From an optimization exercise on the open Yosys and OpenROAD flow, aimed at small area, a short achievable clock period and few clock cycles per item; shortcuts taken in it are not production practice. In this exercise RTL edits were held to simulation tests only and were not proved equivalent to the original. Power is estimated from default activity; no workload was simulated.

## adjacency_matrix_dfs
module adjacency_matrix_dfs (
  input  logic        clk,
  input  logic        rst_n,
  input  logic        start,
  output logic        busy,
  input  logic [49:0] in_word,
  output logic        out_valid,
  output logic [18:0] out_word
);
==> module adjacency_matrix_dfs, before the edit <==
module adjacency_matrix_dfs (
  input  logic        clk,
  input  logic        rst_n,
  input  logic        start,
  output logic        busy,
  input  logic [49:0] in_word,
  output logic        out_valid,
  output logic [18:0] out_word
);
  localparam int N = 16;
  localparam logic [1:0] REQ_ADD_VERTEX = 2'd0;
  localparam logic [1:0] REQ_ADD_EDGE = 2'd1;
  localparam logic [1:0] REQ_WALK = 2'd2;
  localparam logic [1:0] ST_OK = 2'd0;
  localparam logic [1:0] ST_FULL = 2'd1;
  localparam logic [1:0] ST_EXISTS = 2'd2;
  localparam logic [1:0] ST_NOT_FOUND = 2'd3;
  logic [15:0] labels_r [N];
  logic [N-1:0] used_r;           
  logic [N-1:0] dup_r;            
  logic [N-1:0] adj_r [N];        
  logic [1:0] r_type;
  logic [15:0] r_a, r_b;
  logic r_wnz;
  logic r_v;
  logic s_v;
  logic [1:0] s_type;
  logic s_full;                   
  logic s_wnz;
  logic [N-1:0] s_sa, s_sb;
  logic walk_r;                   
  logic [N-1:0] vis_r;            
  logic [N-1:0] front_r;          
  logic [N-1:0] pri_r [N];        
  logic s_adv, r_adv, x_go;
  assign s_adv = !s_v || !walk_r;
  assign r_adv = !r_v || s_adv;
  assign x_go = s_v && !walk_r;
  logic [N-1:0] la, lb;
  always_comb begin
    for (int i = 0; i < N; i++) begin
      la[i] = used_r[i] && !dup_r[i] && labels_r[i] == r_a;
      lb[i] = used_r[i] && !dup_r[i] && labels_r[i] == r_b;
    end
  end
  logic full, add_now;
  logic [N-1:0] wslot;
  assign full = used_r[N-1];
  always_comb begin
    for (int i = 0; i < N; i++) begin
      wslot[i] = !used_r[i] && (i == 0 || used_r[(i == 0) ? 0 : i - 1]);
    end
  end
  assign add_now = r_v && s_adv && r_type == REQ_ADD_VERTEX && !full;
  logic fa, fb;
  assign fa = |s_sa;
  assign fb = |s_sb;
  logic [N-1:0] inj, vis, q, newf, front_nxt, open_v [N], diag;
  logic last, keep;
  assign inj = s_sa & {N{!walk_r}};
  assign vis = vis_r & {N{walk_r}};
  assign keep = walk_r || (s_v && s_type == REQ_WALK);
  always_comb begin
    for (int w = 0; w < N; w++) begin
      logic ok;
      ok = front_r[w] || inj[w];
      for (int x = 0; x < N; x++) begin
        if (x > w) ok = ok && (!front_r[x] || pri_r[w][x]);
        if (x < w) ok = ok && (!front_r[x] || !pri_r[x][w]);
      end
      q[w] = ok;
    end
    newf = '0;
    for (int w = 0; w < N; w++) begin
      open_v[w] = adj_r[w] & ~vis;
      open_v[w][w] = 1'b0;
      diag[w] = adj_r[w][w];
      newf = newf | (open_v[w] & {N{q[w]}});
    end
    front_nxt = (front_r & ~q) | newf;
    last = !(|front_nxt);
  end
  logic exists;
  assign exists = |(newf & s_sb) || |(s_sa & s_sb & diag);
  logic [15:0] q_label;
  always_comb begin
    q_label = '0;
    for (int v = 0; v < N; v++) begin
      q_label = q_label | (labels_r[v] & {16{q[v]}});
    end
  end
  logic [18:0] out_nxt;
  logic walk_nxt;
  logic set_edge;
  always_comb begin
    out_nxt = {16'd0, 1'b1, ST_OK};
    walk_nxt = 1'b0;
    set_edge = 1'b0;
    if (walk_r) begin
      out_nxt = {q_label, last, ST_OK};
      walk_nxt = !last;
    end else begin
      case (s_type)
        REQ_ADD_VERTEX: begin
          if (s_full) out_nxt[1:0] = ST_FULL;
        end
        REQ_ADD_EDGE: begin
          if (!fa || !fb) out_nxt[1:0] = ST_NOT_FOUND;
          else if (exists) out_nxt[1:0] = ST_EXISTS;
          set_edge = x_go && s_wnz;
        end
        REQ_WALK: begin
          if (!fa) out_nxt[1:0] = ST_NOT_FOUND;
          else begin
            out_nxt = {q_label, last, ST_OK};
            walk_nxt = !last && s_v;
          end
        end
        default: ;
      endcase
    end
  end
  logic r_v_nxt, s_v_nxt;
  logic [N-1:0] s_sa_nxt;
  assign r_v_nxt = r_adv ? (start && !busy) : r_v;
  assign s_v_nxt = s_adv ? r_v : s_v;
  assign s_sa_nxt = s_adv ? la : s_sa;
  always_ff @(posedge clk) begin
    if (!rst_n) begin
      r_v <= 1'b0;
      s_v <= 1'b0;
      walk_r <= 1'b0;
      busy <= 1'b0;
      used_r <= '0;
      front_r <= '0;
      out_valid <= 1'b0;
    end else begin
      r_v <= r_v_nxt;
      s_v <= s_v_nxt;
      walk_r <= walk_nxt;
      busy <= walk_nxt && s_v_nxt && r_v_nxt;
      if (add_now) used_r <= used_r | wslot;
      front_r <= front_nxt & {N{keep}};
      out_valid <= walk_r || s_v;
    end
    if (r_adv) begin
      r_type <= in_word[49:48];
      r_a <= in_word[47:32];
      r_b <= in_word[31:16];
      r_wnz <= in_word[15:0] != 16'd0;
    end
    if (s_adv) begin
      s_type <= r_type;
      s_full <= full;
      s_wnz <= r_wnz;
      s_sb <= lb;
    end
    s_sa <= s_sa_nxt;
    out_word <= out_nxt;
    vis_r <= vis | q;
    for (int i = 0; i < N; i++) begin
      if (add_now && wslot[i]) begin
        labels_r[i] <= r_a;
        dup_r[i] <= |la;
      end
      for (int j = 0; j < N; j++) begin
        if (add_now && wslot[i]) adj_r[i][j] <= 1'b0;
        else if (set_edge && s_sa[i] && s_sb[j]) adj_r[i][j] <= 1'b1;
      end
      for (int j = i + 1; j < N; j++) begin
        if (newf[i]) pri_r[i][j] <= 1'b1;
        else if (newf[j]) pri_r[i][j] <= 1'b0;
      end
    end
  end
endmodule
Settings: LEC_CHECK=0, CAP_MARGIN=20, CORE_MARGIN=2, CORE_UTILIZATION=55, CTS_BUF_LIST=sky130_fd_sc_hd__clkbuf_16, CTS_CLUSTER_DIAMETER=60, CTS_CLUSTER_SIZE=24, SLEW_MARGIN=20; clock period 10.0 ns.
standard.sh (not shown) runs the stock make flow with config.mk's settings and CLKGATE_MAP_FILE= SYNTH_SCRIPT=/design/flow/synth_recipe.tcl, a recipe that flattens the netlist after the stock synthesis.
==> flow/flow/run.sh <==
#!/bin/bash
set -euo pipefail
bash standard.sh SETUP_SLACK_MARGIN=6.8 \
  "BUFFER_PORTS_ARGS=-buffer_cell sky130_fd_sc_hd__buf_4" \
  "CTS_ARGS=-sink_clustering_enable -repair_clock_nets -sink_clustering_size 24 -sink_clustering_max_diameter 60 -buf_list sky130_fd_sc_hd__clkbuf_16 -dont_use_dummy_load" \
  finish > make.log 2>&1
Testbench counts at the start, summed over its fixed seeds: cycles 6,316, items 1,600.
Edit:
--- a/flow/design.v
+++ b/flow/design.v
@@ -73,8 +73,8 @@
   logic fa, fb;
   assign fa = |s_sa;
   assign fb = |s_sb;
-  logic [N-1:0] inj, vis, q, newf, front_nxt, open_v [N], diag;
-  logic last, keep;
+  logic [N-1:0] inj, vis, q, newf, avail, open_v [N], diag;
+  logic front_ge2, last, keep;
   assign inj = s_sa & {N{!walk_r}};
   assign vis = vis_r & {N{walk_r}};
   assign keep = walk_r || (s_v && s_type == REQ_WALK);
@@ -93,10 +93,16 @@
       open_v[w] = adj_r[w] & ~vis;
       open_v[w][w] = 1'b0;
       diag[w] = adj_r[w][w];
+      avail[w] = |open_v[w];
       newf = newf | (open_v[w] & {N{q[w]}});
     end
-    front_nxt = (front_r & ~q) | newf;
-    last = !(|front_nxt);
+    front_ge2 = 1'b0;
+    for (int w = 0; w < N; w++) begin
+      for (int x = w + 1; x < N; x++) begin
+        front_ge2 = front_ge2 | (front_r[w] & front_r[x]);
+      end
+    end
+    last = !(front_ge2 || |(q & avail));
   end
   logic exists;
   assign exists = |(newf & s_sb) || |(s_sa & s_sb & diag);
@@ -158,7 +164,7 @@
       walk_r <= walk_nxt;
       busy <= walk_nxt && s_v_nxt && r_v_nxt;
       if (add_now) used_r <= used_r | wslot;
-      front_r <= front_nxt & {N{keep}};
+      front_r <= ((front_r & ~q) | newf) & {N{keep}};
       out_valid <= walk_r || s_v;
     end
     if (r_adv) begin
Result: Routed wire length increases by a little under a tenth; sequential power is about the same; design area goes up by a few percent; total power is higher slightly; clock-buffer cell count rose by 1.
Testbench counts after the change, summed over its fixed seeds: cycles 6,316, items 1,600.

========
run 1:
The RTL this note starts from:
==> flow/design.v <==
module amd_ram #(
  parameter int Width = 16,
  parameter int Depth = 16
) (
  input  logic                     clk,
  input  logic                     we,
  input  logic [$clog2(Depth)-1:0] addr,
  input  logic [Width-1:0]         wdata,
  output logic [Width-1:0]         rdata
);
  logic [Width-1:0] mem [Depth];
  always_ff @(posedge clk) begin
    if (we) begin
      mem[addr] <= wdata;
    end
    rdata <= mem[addr];
  end
endmodule
module adjacency_matrix_dfs (
  input  logic        clk,
  input  logic        rst_n,
  input  logic        start,
  output logic        busy,
  input  logic [49:0] in_word,
  output logic        out_valid,
  output logic [18:0] out_word
);
  localparam int N = 16;
  localparam logic [1:0] REQ_ADD_VERTEX = 2'd0;
  localparam logic [1:0] REQ_ADD_EDGE = 2'd1;
  localparam logic [1:0] REQ_WALK = 2'd2;
  localparam logic [1:0] ST_OK = 2'd0;
  localparam logic [1:0] ST_FULL = 2'd1;
  localparam logic [1:0] ST_EXISTS = 2'd2;
  localparam logic [1:0] ST_NOT_FOUND = 2'd3;
  logic [15:0] labels_r [N];
  logic [N-1:0] used_r;           
  logic [N-1:0] dup_r;            
  logic [N-1:0] adj_r [N];        
  logic [1:0] r_type;
  logic [15:0] r_a, r_b;
  logic r_wnz;
  logic r_v;
  logic s_v;
  logic [1:0] s_type;
  logic s_full;                   
  logic s_wnz;
  logic [N-1:0] s_sa, s_sb;
  logic walk_r;                   
  logic [N-1:0] vis_r;            
  logic [N-1:0] front_r;          
  logic [N-1:0] pri_r [N];        
  logic s_adv, r_adv, x_go;
  assign s_adv = !s_v || !walk_r;
  assign r_adv = !r_v || s_adv;
  assign x_go = s_v && !walk_r;
  logic [N-1:0] la, lb;
  always_comb begin
    for (int i = 0; i < N; i++) begin
      la[i] = used_r[i] && !dup_r[i] && labels_r[i] == r_a;
      lb[i] = used_r[i] && !dup_r[i] && labels_r[i] == r_b;
    end
  end
  logic full, add_now;
  logic [N-1:0] wslot;
  assign full = used_r[N-1];
  always_comb begin
    for (int i = 0; i < N; i++) begin
      wslot[i] = !used_r[i] && (i == 0 || used_r[(i == 0) ? 0 : i - 1]);
    end
  end
  assign add_now = r_v && s_adv && r_type == REQ_ADD_VERTEX && !full;
  logic fa, fb;
  assign fa = |s_sa;
  assign fb = |s_sb;
  logic [N-1:0] inj, vis, q, newf, front_nxt, open_v [N], diag;
  logic last, keep;
  assign inj = s_sa & {N{!walk_r}};
  assign vis = vis_r & {N{walk_r}};
  assign keep = walk_r || (s_v && s_type == REQ_WALK);
  always_comb begin
    for (int w = 0; w < N; w++) begin
      logic ok;
      ok = front_r[w] || inj[w];
      for (int x = 0; x < N; x++) begin
        if (x > w) ok = ok && (!front_r[x] || pri_r[w][x]);
        if (x < w) ok = ok && (!front_r[x] || !pri_r[x][w]);
      end
      q[w] = ok;
    end
    newf = '0;
    for (int w = 0; w < N; w++) begin
      open_v[w] = adj_r[w] & ~vis;
      open_v[w][w] = 1'b0;
      diag[w] = adj_r[w][w];
      newf = newf | (open_v[w] & {N{q[w]}});
    end
    front_nxt = (front_r & ~q) | newf;
    last = !(|front_nxt);
  end
  logic exists;
  assign exists = |(newf & s_sb) || |(s_sa & s_sb & diag);
  logic [15:0] q_label;
  always_comb begin
    q_label = '0;
    for (int v = 0; v < N; v++) begin
      q_label = q_label | (labels_r[v] & {16{q[v]}});
    end
  end
  logic [18:0] out_nxt;
  logic walk_nxt;
  logic set_edge;
  always_comb begin
    out_nxt = {16'd0, 1'b1, ST_OK};
    walk_nxt = 1'b0;
    set_edge = 1'b0;
    if (walk_r) begin
      out_nxt = {q_label, last, ST_OK};
      walk_nxt = !last;
    end else begin
      case (s_type)
        REQ_ADD_VERTEX: begin
          if (s_full) out_nxt[1:0] = ST_FULL;
        end
        REQ_ADD_EDGE: begin
          if (!fa || !fb) out_nxt[1:0] = ST_NOT_FOUND;
          else if (exists) out_nxt[1:0] = ST_EXISTS;
          set_edge = x_go && s_wnz;
        end
        REQ_WALK: begin
          if (!fa) out_nxt[1:0] = ST_NOT_FOUND;
          else begin
            out_nxt = {q_label, last, ST_OK};
            walk_nxt = !last && s_v;
          end
        end
        default: ;
      endcase
    end
  end
  logic r_v_nxt, s_v_nxt;
  logic [N-1:0] s_sa_nxt;
  assign r_v_nxt = r_adv ? (start && !busy) : r_v;
  assign s_v_nxt = s_adv ? r_v : s_v;
  assign s_sa_nxt = s_adv ? la : s_sa;
  always_ff @(posedge clk) begin
    if (!rst_n) begin
      r_v <= 1'b0;
      s_v <= 1'b0;
      walk_r <= 1'b0;
      busy <= 1'b0;
      used_r <= '0;
      front_r <= '0;
      out_valid <= 1'b0;
    end else begin
      r_v <= r_v_nxt;
      s_v <= s_v_nxt;
      walk_r <= walk_nxt;
      busy <= walk_nxt && s_v_nxt && r_v_nxt;
      if (add_now) used_r <= used_r | wslot;
      front_r <= front_nxt & {N{keep}};
      out_valid <= walk_r || s_v;
    end
    if (r_adv) begin
      r_type <= in_word[49:48];
      r_a <= in_word[47:32];
      r_b <= in_word[31:16];
      r_wnz <= in_word[15:0] != 16'd0;
    end
    if (s_adv) begin
      s_type <= r_type;
      s_full <= full;
      s_wnz <= r_wnz;
      s_sb <= lb;
    end
    s_sa <= s_sa_nxt;
    out_word <= out_nxt;
    vis_r <= vis | q;
    for (int i = 0; i < N; i++) begin
      if (add_now && wslot[i]) begin
        labels_r[i] <= r_a;
        dup_r[i] <= |la;
      end
      for (int j = 0; j < N; j++) begin
        if (add_now && wslot[i]) adj_r[i][j] <= 1'b0;
        else if (set_edge && s_sa[i] && s_sb[j]) adj_r[i][j] <= 1'b1;
      end
      for (int j = i + 1; j < N; j++) begin
        if (newf[i]) pri_r[i][j] <= 1'b1;
        else if (newf[j]) pri_r[i][j] <= 1'b0;
      end
    end
  end
endmodule
Settings: LEC_CHECK=0, CAP_MARGIN=20, CORE_MARGIN=2, CORE_UTILIZATION=55, CTS_BUF_LIST=sky130_fd_sc_hd__clkbuf_16, CTS_CLUSTER_DIAMETER=60, CTS_CLUSTER_SIZE=24, SLEW_MARGIN=20; clock period 10.0 ns.
==> flow/flow/run.sh <==
#!/bin/bash
set -euo pipefail
bash standard.sh SETUP_SLACK_MARGIN=6.8 \
  "BUFFER_PORTS_ARGS=-buffer_cell sky130_fd_sc_hd__buf_4" \
  "CTS_ARGS=-sink_clustering_enable -repair_clock_nets -sink_clustering_size 24 -sink_clustering_max_diameter 80 -buf_list sky130_fd_sc_hd__clkbuf_16 -dont_use_dummy_load" \
  finish > make.log 2>&1
Testbench counts of run 1, summed over its fixed seeds: cycles 6,316, items 1,600.
Inputs modified between run 1 and run 5:
--- a/flow/design.v
+++ b/flow/design.v
@@ -74,5 +74,5 @@
   assign fa = |s_sa;
   assign fb = |s_sb;
-  logic [N-1:0] inj, vis, q, newf, front_nxt, open_v [N], diag;
+  logic [N-1:0] inj, vis, q, newf, front_nxt, avail, open_v [N], diag;
   logic last, keep;
   assign inj = s_sa & {N{!walk_r}};
@@ -94,8 +94,9 @@
       open_v[w][w] = 1'b0;
       diag[w] = adj_r[w][w];
+      avail[w] = |open_v[w];
       newf = newf | (open_v[w] & {N{q[w]}});
     end
     front_nxt = (front_r & ~q) | newf;
-    last = !(|front_nxt);
+    last = !(|(front_r & ~q) || |(q & avail));
   end
   logic exists;
[summary]
- Run 5 ended with every stage complete and zero timing, DRC or antenna violations.
- In summary, run 1 completed successfully, with a layout that passed the timing, design-rule and antenna checks.
- Cells: run 5 has more instances than run 1
- Against run 1, detailed-routed wire length on met2 in run 5 rose slightly.
- Summary of run 5 over run 1: overall die width went up; final non-filler cell area saw an increase; via count higher.
- Taking run 1 as the reference point, the global-route wire length before repair of run 5 rises by 6.6%.
- For run 1, the launch point of the critical path was front_r[9]$_SDFF_PN0_, unlike run 5, where it was front_r[14]$_SDFF_PN0_.
- Run 5 can be clocked slower than run 1.
Testbench counts of run 5, summed over its fixed seeds: cycles 6,316, items 1,600.

## separate check: timing with driven ports
Ports are ideal in the flow. The routed layouts listed here were re-timed in OpenROAD. Step 1 sets driving cells, clkbuf_16 on the clock port and buf_2 on the other inputs (assumed; they add their load-dependent delay and slew). Step 2 times the ports against the registers' clock, not the clock port: input delays grow and output delays shrink by t, the midpoint of the rising clock arrivals with the driver on. Three values: no drivers, after step 1, after step 2; two values: the first two.
| run | shift t [ns] | setup slack, ns | worst data-port slew with drivers (ns) |
|---|---|---|---|
| the first run of note 1 | 0.714 | 6.554 / 6.554 / 6.554 | 0.05 |
| the second run of note 1 | 0.713 | 6.570 / 6.570 / 6.570 | 0.05 |
| run 1 | 0.688 | 6.614 / 6.614 / 6.614 | 0.05 |
| run 5 | 0.694 | 6.584 / 6.584 / 6.584 | 0.05 |
After both steps every run listed still meets setup and hold.
